From an optimization exercise on the open Yosys and OpenROAD flow, aimed at small area; shortcuts taken in it are not production practice. Function was checked by simulation only, so behaviour that the tests miss may differ from the original. Power and IR drop assume default switching activity.

## run C
// reg_file_mp
module reg_file_mp #(
  parameter int DATA_WIDTH = 32,
  parameter int ADDR_WIDTH = 5,
  parameter int NUM_RD     = 2
) (
  input  logic                         clk_i,
  input  logic                         rst_i,
  input  logic [NUM_RD-1:0]            rd_en_i,
  input  logic [NUM_RD*ADDR_WIDTH-1:0] raddr_i,
  output logic [NUM_RD*DATA_WIDTH-1:0] rdata_o,
  input  logic                         wa_en_i,
  input  logic [ADDR_WIDTH-1:0]        wa_addr_i,
  input  logic [DATA_WIDTH-1:0]        wa_data_i,
  input  logic                         wb_en_i,
  input  logic [ADDR_WIDTH-1:0]        wb_addr_i,
  input  logic [DATA_WIDTH-1:0]        wb_data_i,
  input  logic                         clr_i,
  output logic                         busy_o
);
clock: 5.0 ns
lec_check: 0
cap_margin: 5
core_margin: 2
core_utilization: 60
place_density: 0.7
slew_margin: 5
synth_hierarchical: 1
standard.sh (not shown) runs the stock make flow with config.mk's settings and CLKGATE_MAP_FILE= SYNTH_SCRIPT=/design/flow/synth_recipe.tcl, a recipe that flattens the netlist after the stock synthesis.
==> flow/flow/run.sh <==
#!/bin/bash
# Layout flow: the standard flow (standard.sh) step by step, with two
# changes: the port buffers are buf_1 cells, and the clock tree is built from
# clkbuf_8 sink clusters of at most 15 flip-flops without dummy loads. Each
# step's output goes to a log of its own in this folder.
set -euo pipefail

bash standard.sh synth > synth.log 2>&1
bash standard.sh floorplan > floorplan.log 2>&1
BUFFER_PORTS_ARGS="-buffer_cell sky130_fd_sc_hd__buf_1" \
  bash standard.sh place > place.log 2>&1
CTS_ARGS="-sink_clustering_enable -repair_clock_nets -dont_use_dummy_load -buf_list sky130_fd_sc_hd__clkbuf_8 -root_buf sky130_fd_sc_hd__clkbuf_16 -sink_clustering_size 15 -sink_clustering_max_diameter 80" \
  bash standard.sh cts > cts.log 2>&1
bash standard.sh route > route.log 2>&1
bash standard.sh finish > finish.log 2>&1
Run C: full flow OK, the timing, design-rule and antenna checks passed
The following lists how run E was set up differently from run C:
# run C
export LEC_CHECK = 0
export CAP_MARGIN = 5
export CORE_MARGIN = 2
export CORE_UTILIZATION = 60
export PLACE_DENSITY = 0.7
export SLEW_MARGIN = 5
export SYNTH_HIERARCHICAL = 1
create_clock -name core_clock -period 5.0 [get_ports {clk_i}]
# run E
export LEC_CHECK = 0
export CAP_MARGIN = 5
export CORE_MARGIN = 2
export CORE_UTILIZATION = 40
export SLEW_MARGIN = 5
export SYNTH_HIERARCHICAL = 1
create_clock -name core_clock -period 5.0 [get_ports {clk_i}]
==> flow/flow/run.sh <==
#!/bin/bash
# Layout flow: the standard flow (standard.sh) step by step, with two
# changes: the clock tree is built from clkbuf_8 sink clusters without dummy
# loads, and the port buffers are buf_1 cells. Each step's output goes to a
# log of its own in this folder.
set -euo pipefail

bash standard.sh synth > synth.log 2>&1
bash standard.sh floorplan > floorplan.log 2>&1
BUFFER_PORTS_ARGS="-buffer_cell sky130_fd_sc_hd__buf_1" \
  bash standard.sh place > place.log 2>&1
CTS_ARGS="-sink_clustering_enable -repair_clock_nets -dont_use_dummy_load -buf_list sky130_fd_sc_hd__clkbuf_8 -root_buf sky130_fd_sc_hd__clkbuf_16 -sink_clustering_size 15 -sink_clustering_max_diameter 45" \
  bash standard.sh cts > cts.log 2>&1
bash standard.sh route > route.log 2>&1
bash standard.sh finish > finish.log 2>&1
==> comparison <==
In the tables for run C and run E, share of total power in the clock network reads lower with run C.
Comparing combinational logic power for run C and run E, the smaller number came from run E.
Run E against run C: layout overhead on the synthesized area increased by 3.3 points relative to the old numbers; routed wire length increased by about 7% relative to the old numbers.

* * *

build 53:
Starting RTL as in the previous note.
## reg_file_mp
module reg_file_mp #(
  parameter int DATA_WIDTH = 32,
  parameter int ADDR_WIDTH = 5,
  parameter int NUM_RD     = 2
) (
  input  logic                         clk_i,
  input  logic                         rst_i,
  input  logic [NUM_RD-1:0]            rd_en_i,
  input  logic [NUM_RD*ADDR_WIDTH-1:0] raddr_i,
  output logic [NUM_RD*DATA_WIDTH-1:0] rdata_o,
  input  logic                         wa_en_i,
  input  logic [ADDR_WIDTH-1:0]        wa_addr_i,
  input  logic [DATA_WIDTH-1:0]        wa_data_i,
  input  logic                         wb_en_i,
  input  logic [ADDR_WIDTH-1:0]        wb_addr_i,
  input  logic [DATA_WIDTH-1:0]        wb_data_i,
  input  logic                         clr_i,
  output logic                         busy_o
);
export LEC_CHECK = 0
export CAP_MARGIN = 5
export CORE_MARGIN = 2
export CORE_UTILIZATION = 40
export SLEW_MARGIN = 5
export SYNTH_HIERARCHICAL = 1
create_clock -name core_clock -period 5.0 [get_ports {clk_i}]
==> flow/flow/run.sh <==
#!/bin/bash
# Layout flow: the standard flow (standard.sh) step by step, with two
# changes: the port buffers are buf_1 cells, and the clock tree is built from
# clkbuf_8 sink clusters of at most 15 flip-flops without dummy loads. Each
# step's output goes to a log of its own in this folder.
set -euo pipefail

bash standard.sh synth > synth.log 2>&1
bash standard.sh floorplan > floorplan.log 2>&1
BUFFER_PORTS_ARGS="-buffer_cell sky130_fd_sc_hd__buf_1" \
  bash standard.sh place > place.log 2>&1
CTS_ARGS="-sink_clustering_enable -repair_clock_nets -dont_use_dummy_load -buf_list sky130_fd_sc_hd__clkbuf_8 -root_buf sky130_fd_sc_hd__clkbuf_16 -sink_clustering_size 15 -sink_clustering_max_diameter 80" \
  bash standard.sh cts > cts.log 2>&1
bash standard.sh route > route.log 2>&1
bash standard.sh finish > finish.log 2>&1
Input changes introduced in build 4 (baseline for comparison: build 53):
Settings: swapping 40 for 50 in CORE_UTILIZATION; putting PLACE_DENSITY at 0.65 where nothing was set.
--- a/flow/flow/run.sh
+++ b/flow/flow/run.sh
@@ -4 +4 @@
-# clkbuf_8 sink clusters of at most 15 flip-flops without dummy loads. Each
+# clkbuf_8 sink clusters of at most 14 flip-flops without dummy loads. Each
@@ -12 +12 @@
-CTS_ARGS="-sink_clustering_enable -repair_clock_nets -dont_use_dummy_load -buf_list sky130_fd_sc_hd__clkbuf_8 -root_buf sky130_fd_sc_hd__clkbuf_16 -sink_clustering_size 15 -sink_clustering_max_diameter 80" \
+CTS_ARGS="-sink_clustering_enable -repair_clock_nets -dont_use_dummy_load -buf_list sky130_fd_sc_hd__clkbuf_8 -root_buf sky130_fd_sc_hd__clkbuf_16 -sink_clustering_size 14 -sink_clustering_max_diameter 70" \
[summary]
Comparing build 53 and build 4, the higher post-route clock period utilization is on build 4. Build 4 ends up with a average wire per cell in the routed design that is 2.2% higher than in build 53. Diff build 53 -> build 4 | hold slack | increase of 44 ps. Build 4: count of clock-net buffers in the final layout is 6 higher than what build 53 reported. Looking at horizontal die dimension, build 4 sits 36 µm below build 53. Build 4 vs. build 53: number of cells after detailed placement now sits lower, via count now sits higher, initial DRC count now sits higher.
Relative to build 4, the following input files were edited for build 87:
Settings: a deleted PLACE_DENSITY that had been 0.65; a change of CORE_UTILIZATION from 50 to 40.
==> flow/flow/run.sh <==
#!/bin/bash
# Layout flow: the standard flow (standard.sh) step by step, with these
# changes: the clock tree is built from clkbuf_8 sink clusters of at most 15
# flip-flops without dummy loads, the port buffers are buf_1 cells, and the
# global-route step downsizes gates that have slack (RECOVER_POWER). Each
# step's output goes to a log of its own in this folder.
set -euo pipefail

bash standard.sh synth > synth.log 2>&1
bash standard.sh floorplan > floorplan.log 2>&1
BUFFER_PORTS_ARGS="-buffer_cell sky130_fd_sc_hd__buf_1" \
  bash standard.sh place > place.log 2>&1
CTS_ARGS="-sink_clustering_enable -repair_clock_nets -dont_use_dummy_load -buf_list sky130_fd_sc_hd__clkbuf_8 -root_buf sky130_fd_sc_hd__clkbuf_16 -sink_clustering_size 15 -sink_clustering_max_diameter 80" \
  bash standard.sh cts > cts.log 2>&1
RECOVER_POWER=100 bash standard.sh route > route.log 2>&1
bash standard.sh finish > finish.log 2>&1
### Flow results
[build 87] flow finished | final checks: failed | reasons: max-capacitance violations, max-slew violations
Instance area after placement essentially unchanged between build 4 and build 87.
Across both runs, fraction of met3 tracks used by global routing was lower for build 87 than for build 4.
Any difference in clock network fraction of total power between build 4 and build 87 is small enough to ignore.
From build 4 to build 87 the numbers moved as follows: overall power went down, global-route wire length before repair increased by 6000 µm relative to the old numbers, tap cell instance count saw an increase, cell area shows a reduction of 290 µm², total wire length increased by 1.7% relative to the old numbers.
Diff build 4 -> build 87: overall die height up 36 µm, highest achievable clock rate shows a reduction of 10 MHz.
Compared with build 4, build 87 has less setup slack.

static timing again, ports no longer ideal:
How much do the figures lean on ideal ports? The routed layouts below were timed once more, with nothing changed but the port constraints. Step 1 (the two cells are an assumption about what drives the block):
set clk [get_ports {clk_i}]
set_driving_cell -lib_cell sky130_fd_sc_hd__clkbuf_16 $clk
set_driving_cell -lib_cell sky130_fd_sc_hd__buf_2 [delete_from_list [all_inputs] $clk]
Step 2 also shifts input and output timing later by t, the mid clock arrival at the registers, as if the neighbouring blocks saw the same clock. Slacks: ideal ports / drivers / drivers and shift; pairs: ideal ports / drivers.
run	t (ns)	setup slack, ns	worst setup path at the end	clock arrival spread, ns	slew at the worst register clock pin (ns)
run C	0.732	0.509 / 0.563 / -0.169	input to register	0.062 / 0.061	0.12 / 0.12
run E	0.778	0.645 / 0.690 / -0.088	input to register	0.081 / 0.082	0.10 / 0.10
build 53	0.728	0.597 / 0.651 / -0.076	input to register	0.065 / 0.065	0.11 / 0.11
build 4	0.726	0.516 / 0.563 / -0.163	input to register	0.070 / 0.070	0.10 / 0.10
build 87	0.732	0.298 / 0.346 / -0.386	input to register	0.064 / 0.064	0.11 / 0.11
The setup slack of run E, which loses most, moves by +0.045 ns with the drivers and by -0.733 ns with both steps.
